This design comes from an exercise in tuning for small area, a short achievable clock period and few clock cycles on the open sky130 flow, not from production work. The RTL was checked by simulation tests, not by an equivalence proof against the original design. Power is estimated from default activity; no workload was simulated.

Design mac_acc_array, start of the top module:
module mac_acc_array #(
    parameter int DW    = mac_pkg::MAC_DW,
    parameter int LANES = 8,
    parameter int ACCW  = 2 * DW + 8
) (
    input  logic                  clk,
    input  logic                  rst_n,
    input  logic                  in_valid,
    output logic                  in_ready,
    input  logic [LANES*DW-1:0]   A,
    input  logic [LANES*DW-1:0]   W,
    input  logic                  Asigned,
    input  logic                  Wsigned,
    input  logic                  acc_clr,
    input  logic                  acc_last,
    output logic                  out_valid,
    input  logic                  out_ready,
    output logic [LANES*ACCW-1:0] Q,
    output logic [LANES-1:0]      ovf
);
clock: 5.6 ns
lec_check: 0
cap_margin: 20
core_margin: 2
core_utilization: 40
setup_slack_margin: 2.1
slew_margin: 20
standard.sh (not shown) runs the stock make flow with config.mk's settings and CLKGATE_MAP_FILE= SYNTH_SCRIPT=/design/flow/synth_recipe.tcl, a recipe that flattens the netlist after the stock synthesis.
==> flow/flow/run.sh <==
#!/bin/bash
# Own layout flow: the standard flow with two changes.
#  1. After the standard synthesis, full-adder cells are rewired to their
#     complemented inputs/outputs where that removes inverters
#     (fa_polarity.py; same logic function, same registers).
#  2. Ports are buffered with a small buffer instead of the default delay cell.
# Each tool's output goes to a log file of its own in the work folder.
set -euo pipefail
W=$(pwd)
R=$W/orfs/results/$FLOW_PLATFORM/mac_acc_array/base
bash standard.sh "$R/1_2_yosys.v" > "$W/flow_synth.log" 2>&1
cp "$R/1_2_yosys.v" "$W/1_2_yosys.standard.v"
python3 "$W/flow/fa_polarity.py" "$W/1_2_yosys.standard.v" "$R/1_2_yosys.v" > "$W/flow_fa_polarity.log" 2>&1
touch "$R/1_2_yosys.v" "$R/1_2_yosys.sdc"
BUFFER_PORTS_ARGS="-buffer_cell ${PORT_BUFFER:-sky130_fd_sc_hd__buf_1}" \
  bash standard.sh finish > "$W/flow_layout.log" 2>&1
Other scripts of this flow, unchanged in this note and not shown: flow/flow/fa_polarity.py
The first run completed with no timing, DRC or antenna violations.
Testbench counts at the start, summed over its fixed seeds: cycles 32,255.
==> next run, changes <==
- CAP_MARGIN: 20 -> 10
- SETUP_SLACK_MARGIN: 2.1 -> 2.3
- SLEW_MARGIN: 20 -> 10
After rerunning:
- final area climbs by about 1.4%
- sequential share of layout area decreases by 0.30 points
- critical path depth came out higher by 4
- wire length stays flat
- global-route usage is about the same
- clock power decreases by about 6.5%
- worst setup slack improved by 0.19 ns
- final cell count goes up by 0.43%
- non-clock buffer count increases by 22
- via count climbs by about 0.9%
- area after synthesis stays the same
==> next run, changes <==
- CAP_MARGIN: 10 -> 20
- SETUP_SLACK_MARGIN: 2.3 -> 2.6
- SLEW_MARGIN: 10 -> 20
=>
- The changed run completed with no timing, DRC or antenna violations
- clock-buffer cell count drops by 4
- total power climbs by 12%
- global-route usage climbs by 0.63 points
- utilization climbs by 4.1 points
- final cell count climbs by 2.1%
- combinational power climbs by about 20%
- sequential share of layout area drops by 1.8 points
==> next run, changes <==
- SETUP_SLACK_MARGIN: 2.6 -> 2.3
What happened: Maximum frequency fell slightly. Register-to-register slack got worse by 0.05 ns. Sequential share of layout area went up by 1.8 points. Global-route usage shrinks by 0.63 points. Setup slack gets worse by 0.054 ns. Final area fell by a little under a tenth. Area after synthesis stays the same. Synthesized cell count is unchanged. Wire length goes down by a few percent.

---

maple:
mac_acc_array, a different RTL version from the one above (not shown whole).
Size: roughly 33000 µm² of cells after synthesis.
Settings: LEC_CHECK=0, ABC_AREA=1, CAP_MARGIN=20, CORE_MARGIN=2, CORE_UTILIZATION=40, SETUP_SLACK_MARGIN=2.5, SLEW_MARGIN=20; clock period 5.6 ns.
Scripts as last shown in full above: flow/flow/run.sh
Other scripts of this flow, unchanged in this note and not shown: flow/flow/fa_polarity.py
Every stage of the flow completed for maple, and the final layout passed the timing, DRC and antenna checks.
Testbench counts of maple, summed over its fixed seeds: cycles 32,255.
Edits applied to the flow inputs when going from maple to tundra:
Settings: an added CTS_CLUSTER_DIAMETER of 80; an added CTS_CLUSTER_SIZE of 25; a change of SETUP_SLACK_MARGIN from 2.5 to 2.6; a change of CORE_UTILIZATION from 40 to 50.
Findings:
tundra ended with every stage complete and zero timing, DRC or antenna violations.
tundra gives less power than maple did.
Looking only at top achievable clock speed, and setting everything else aside, the higher value of tundra and maple goes to maple.
Share of the clock period used by the worst path after layout is lower on maple
| post-route standard cell area excluding fillers | lower: tundra |
As far as synthesized cell count goes, maple and tundra are indistinguishable; the numbers are identical.
Looking at ratio of total power to cell area, tundra sits 4.4% below maple.
Modified inputs, juniper compared to tundra
Settings: CTS_CLUSTER_DIAMETER: 80 -> unset; CORE_UTILIZATION: 50 -> 40; CTS_CLUSTER_SIZE: 25 -> unset; SETUP_SLACK_MARGIN: 2.6 -> 2.8.
[summary]
juniper: full flow OK, the timing, DRC and antenna checks passed
Delta (juniper minus tundra): aggregate routed wire length went up, area overhead of the layout relative to synthesis went up.
Lower total power draw among tundra and juniper: tundra
The final reports for juniper and tundra show number of global-route vias before repair higher in the former.
| TritonCTS buffer count | juniper vs tundra | about 54% higher |
Between tundra and juniper, the flow reports area of placed instances increasing slightly.
juniper ended up with a higher maximum frequency than tundra did.
Inputs modified between juniper and lagoon:
Settings: a change of SETUP_SLACK_MARGIN from 2.8 to 2.4.
Results
Sequential share of layout area for lagoon is higher than for juniper. Looking at final critical delay including setup and external delays, lagoon sits 0.11 ns higher than juniper does. Diff juniper -> lagoon | power per standard cell area | up slightly.
Inputs modified between lagoon and cedar:
Settings: a change of SETUP_SLACK_MARGIN from 2.4 to 2.0.
Results
cedar | status: complete | timing, DRC, antenna: pass. The share of the final layout cell area in multi-input gates of cedar and that of lagoon are within noise of each other. Against lagoon, cedar comes in 1.3 points lower on growth of design area from synthesis to finish. Against lagoon as the reference, cedar delivers a lower worst setup slack after layout. Area occupied by multi-input gates: lower on cedar. Summary — number of DRC violations after detailed-routing iteration 0, cedar relative to lagoon: higher, by about 28%.

-- separate check: timing with driven ports --
The results above use ideal ports. As a check the final layouts listed here were re-extracted and re-timed, cells and wires unchanged.
Step 1 assumes that a clkbuf_16 drives the clock port and a buf_2 every other input.
Step 2 times the ports against the registers' clock, not the clock port: input delays grow and output delays shrink by t, the midpoint of the rising clock arrivals with the driver on.
Slacks: ideal ports / drivers / drivers and shift; pairs: ideal ports / drivers.
run | t, ns | slack for setup (ns) | hold WS [ns] | worst setup path at the end | cell pins on the clock port's net
the first run of note 1 | 0.649 | 2.165 / 2.197 / 1.548 | 0.350 / 0.313 / 0.451 | input to register | 1
the second run of note 1 | 0.637 | 2.352 / 2.352 / 1.716 | 0.366 / 0.332 / 0.452 | input to register | 1
the third run of note 1 | 0.649 | 2.406 / 2.406 / 1.885 | 0.343 / 0.307 / 0.435 | input to register | 1
the fourth run of note 1 | 0.637 | 2.352 / 2.352 / 1.716 | 0.366 / 0.332 / 0.452 | input to register | 1
maple | 0.663 | 2.561 / 2.451 / 1.787 | 0.434 / 0.417 / 0.434 | input to register | 1
tundra | 0.632 | 2.510 / 2.528 / 1.896 | 0.389 / 0.357 / 0.481 | input to register | 1
juniper | 0.669 | 2.564 / 2.569 / 1.900 | 0.376 / 0.354 / 0.426 | input to register | 1
lagoon | 0.669 | 2.453 / 2.440 / 1.770 | 0.393 / 0.363 / 0.444 | input to register | 1
cedar | 0.658 | 2.098 / 2.124 / 1.466 | 0.371 / 0.337 / 0.430 | input to register | 1
After both steps every run listed still meets setup and hold. The setup slack of maple, which loses most, moves by -0.110 ns with the drivers and by -0.774 ns with both steps.
